Context: an optimization exercise on an open-source flow, tuned for small area, a short achievable clock period and few clock cycles per item. The choices shown serve that exercise and are no tape-out recipe. The RTL was checked by simulation tests, not by an equivalence proof against the original design. Power and IR drop assume default switching activity.

## north
## exclusion_process_hop_step_unit
module exclusion_process_hop_step_unit #(
    parameter int SITES     = 64,
    parameter int PARTICLES = 16
) (
    input  wire logic              i_clk,
    input  wire logic              i_rst_n,
    input  wire logic              i_cfg_we,
    input  wire logic              i_cfg_index,
    input  wire logic [RATE_W-1:0] i_cfg_data,
    input  wire logic              i_in_valid,
    output logic                   o_in_stall,
    input  wire logic              i_cmd,
    input  wire logic [PICK_W-1:0] i_pick,
    output logic                   o_out_valid,
    input  wire logic              i_out_stall,
    output logic [MOVER_W-1:0]     o_mover,
    output logic                   o_went_right,
    output logic [LAND_W-1:0]      o_landing_site,
    output logic [SUM_W-1:0]       o_rate_sum,
    output logic                   o_stuck
);
make LEC_CHECK=0 ABC_AREA=1 CAP_MARGIN=20 CORE_MARGIN=2 CORE_UTILIZATION=50 CTS_BUF_LIST=sky130_fd_sc_hd__clkbuf_8 PLACE_DENSITY=0.7 SETUP_SLACK_MARGIN=2.0 SLEW_MARGIN=20 SYNTH_HIERARCHICAL=1 SYNTH_MINIMUM_KEEP_SIZE=0 finish   # period 8.0 ns
run.sh (not shown) runs the stock make flow with config.mk's settings and CLKGATE_MAP_FILE= SYNTH_SCRIPT=/design/flow/synth_recipe.tcl, a recipe that flattens the netlist after the stock synthesis.
Testbench counts of north, summed over its fixed seeds: cycles 17,867, items 8,982.
Changes in south relative to north:
Settings: CTS_BUF_LIST: sky130_fd_sc_hd__clkbuf_8 -> unset; SETUP_SLACK_MARGIN: 2.0 -> unset; PLACE_DENSITY: 0.7 -> 0.6; CORE_UTILIZATION: 50 -> 40.
==> run notes <==
- Compared with north, south shows fmax lower by 0.025 GHz.
- south: worst reg-to-reg setup slack is 1.04 ns lower than what north reported.
- Against north as the reference, south delivers a higher height of the die.
Relative to south, the following input files were edited for east:
Settings: swapping 40 for 50 in CORE_UTILIZATION; putting SETUP_SLACK_MARGIN at 1.7 where nothing was set; putting CTS_BUF_LIST at sky130_fd_sc_hd__clkbuf_8 where nothing was set; swapping 0.6 for 0.7 in PLACE_DENSITY.
--- outcome ---
A end point of the critical path of r_mag[17]$_DFFE_PP_ is what south shows, while r_mag[14]$_DFFE_PP_ belongs to east.
From east to south, synthesized cell count did not move at all.
Setup slack of the critical path after layout on east is ahead of south.
Fmax in east is about 14% higher than in south
Taking south as the reference, in east share of cell area taken by flip-flops and latches was more or less identical; total chip power picked up an extra about 2.7%.
After detailed routing, south needs more wire than east.
The core of east is more densely filled than that of south.
The inputs of west differ from those of east as listed below.
Settings: swapping 1.7 for 2.8 in SETUP_SLACK_MARGIN.
Results
On total power, west does worse than east. west vs. east: total of cells resized after clock tree synthesis +390, total half-perimeter wirelength after legalization and detailed placement up about 0.43%.

* * *

Starting RTL as in the previous note.
make LEC_CHECK=0 ABC_AREA=1 CAP_MARGIN=20 CORE_MARGIN=2 CORE_UTILIZATION=50 CTS_BUF_LIST=sky130_fd_sc_hd__clkbuf_8 PLACE_DENSITY=0.7 SETUP_SLACK_MARGIN=2.2 SLEW_MARGIN=20 SYNTH_HIERARCHICAL=1 SYNTH_MINIMUM_KEEP_SIZE=0 finish   # period 8.0 ns
The baseline ran to the end with no violations.
Testbench counts at the start, summed over its fixed seeds: cycles 17,867, items 8,982.
Rerun with:
--- a/flow/config.mk
+++ b/flow/config.mk
@@ -12,5 +12,4 @@
 export CTS_BUF_LIST = sky130_fd_sc_hd__clkbuf_8
 export PLACE_DENSITY = 0.7
-export SETUP_SLACK_MARGIN = 2.2
 export SLEW_MARGIN = 20
 export SYNTH_HIERARCHICAL = 1
Effect:
- register-to-register slack is worse by 1200 ps
- via count fell by 2.3%
- setup slack is worse by 1200 ps
- design area falls by 6.4%
- core utilization falls by 3.8 points
- routed wire length came out lower by 3.5%
- clock-buffer cell count climbs by 2
- hold slack gets better by 9.9 ps
- global-route usage went down by 0.62 points
Rerun with:
--- a/flow/config.mk
+++ b/flow/config.mk
@@ -9,7 +9,8 @@
 export CAP_MARGIN = 20
 export CORE_MARGIN = 2
-export CORE_UTILIZATION = 50
+export CORE_UTILIZATION = 60
 export CTS_BUF_LIST = sky130_fd_sc_hd__clkbuf_8
-export PLACE_DENSITY = 0.7
+export PLACE_DENSITY = 0.75
+export SETUP_SLACK_MARGIN = 2.0
 export SLEW_MARGIN = 20
 export SYNTH_HIERARCHICAL = 1
Outcome: Count of clock-buffer cells in the layout goes down by 4; non-clock buffer count is higher by 79; cell area goes up by a few percent; first-iteration DRC count climbs by roughly a tenth; combinational power climbs by about a fifth; global-route usage went up by 6.9 points; sequential power falls by a few percent; setup slack improved by 1000 ps; clock skew falls by 5.4 ps.
Rerun with:
--- a/flow/config.mk
+++ b/flow/config.mk
@@ -9,8 +9,8 @@
 export CAP_MARGIN = 20
 export CORE_MARGIN = 2
-export CORE_UTILIZATION = 60
+export CORE_UTILIZATION = 50
 export CTS_BUF_LIST = sky130_fd_sc_hd__clkbuf_8
-export PLACE_DENSITY = 0.75
-export SETUP_SLACK_MARGIN = 2.0
+export PLACE_DENSITY = 0.7
+export SETUP_SLACK_MARGIN = 1.2
 export SLEW_MARGIN = 20
 export SYNTH_HIERARCHICAL = 1
Effect: The new run finished clean; combinational power shrinks by about a fifth; wire length went down slightly; worst setup slack degrades by 460 ps; critical path depth falls by 13; area after synthesis stays the same; non-clock buffer count is lower by 76; via count decreases by a few percent; final cell count grows slightly; total power drops by roughly a tenth; flip-flop and latch count does not change; fmax fell by a little under a tenth.

[re-timing with driven ports]
The flow's constraints put no driver on any port. The routed layouts listed below were extracted and timed again, unchanged, in two steps. Step 1: set_driving_cell puts a clkbuf_16 on i_clk and a buf_2 on each other input, an assumption about the parent block. Step 2 adds t to the input delays and takes it off the output delays; t is the mean of the earliest and latest rising clock arrival at the registers after step 1. Input paths then give back, and output paths get back, about the clock's delay inside the block. a / b / c = ideal ports / drivers / drivers and shift; a / b = the first two.
run | t, ns | setup WS [ns] | latest minus earliest clock arrival (ns)
north | 0.757 | 2.010 / 2.010 / 1.518 | 0.086 / 0.086
south | 0.683 | 0.966 / 0.966 / 0.966 | 0.051 / 0.051
east | 0.772 | 1.840 / 1.840 / 1.635 | 0.061 / 0.060
west | 0.741 | 2.116 / 2.116 / 2.116 | 0.070 / 0.070
the first run of note 2 | 0.765 | 2.140 / 2.140 / 2.122 | 0.054 / 0.054
the second run of note 2 | 0.768 | 0.954 / 0.954 / 0.954 | 0.058 / 0.059
the third run of note 2 | 0.740 | 1.956 / 1.956 / 1.830 | 0.054 / 0.053
the fourth run of note 2 | 0.764 | 1.492 / 1.492 / 1.492 | 0.058 / 0.059
After both steps every run listed still meets setup and hold. For north, which loses most, drivers alone change the setup slack by 0.000 ns; drivers and shift together by -0.492 ns.
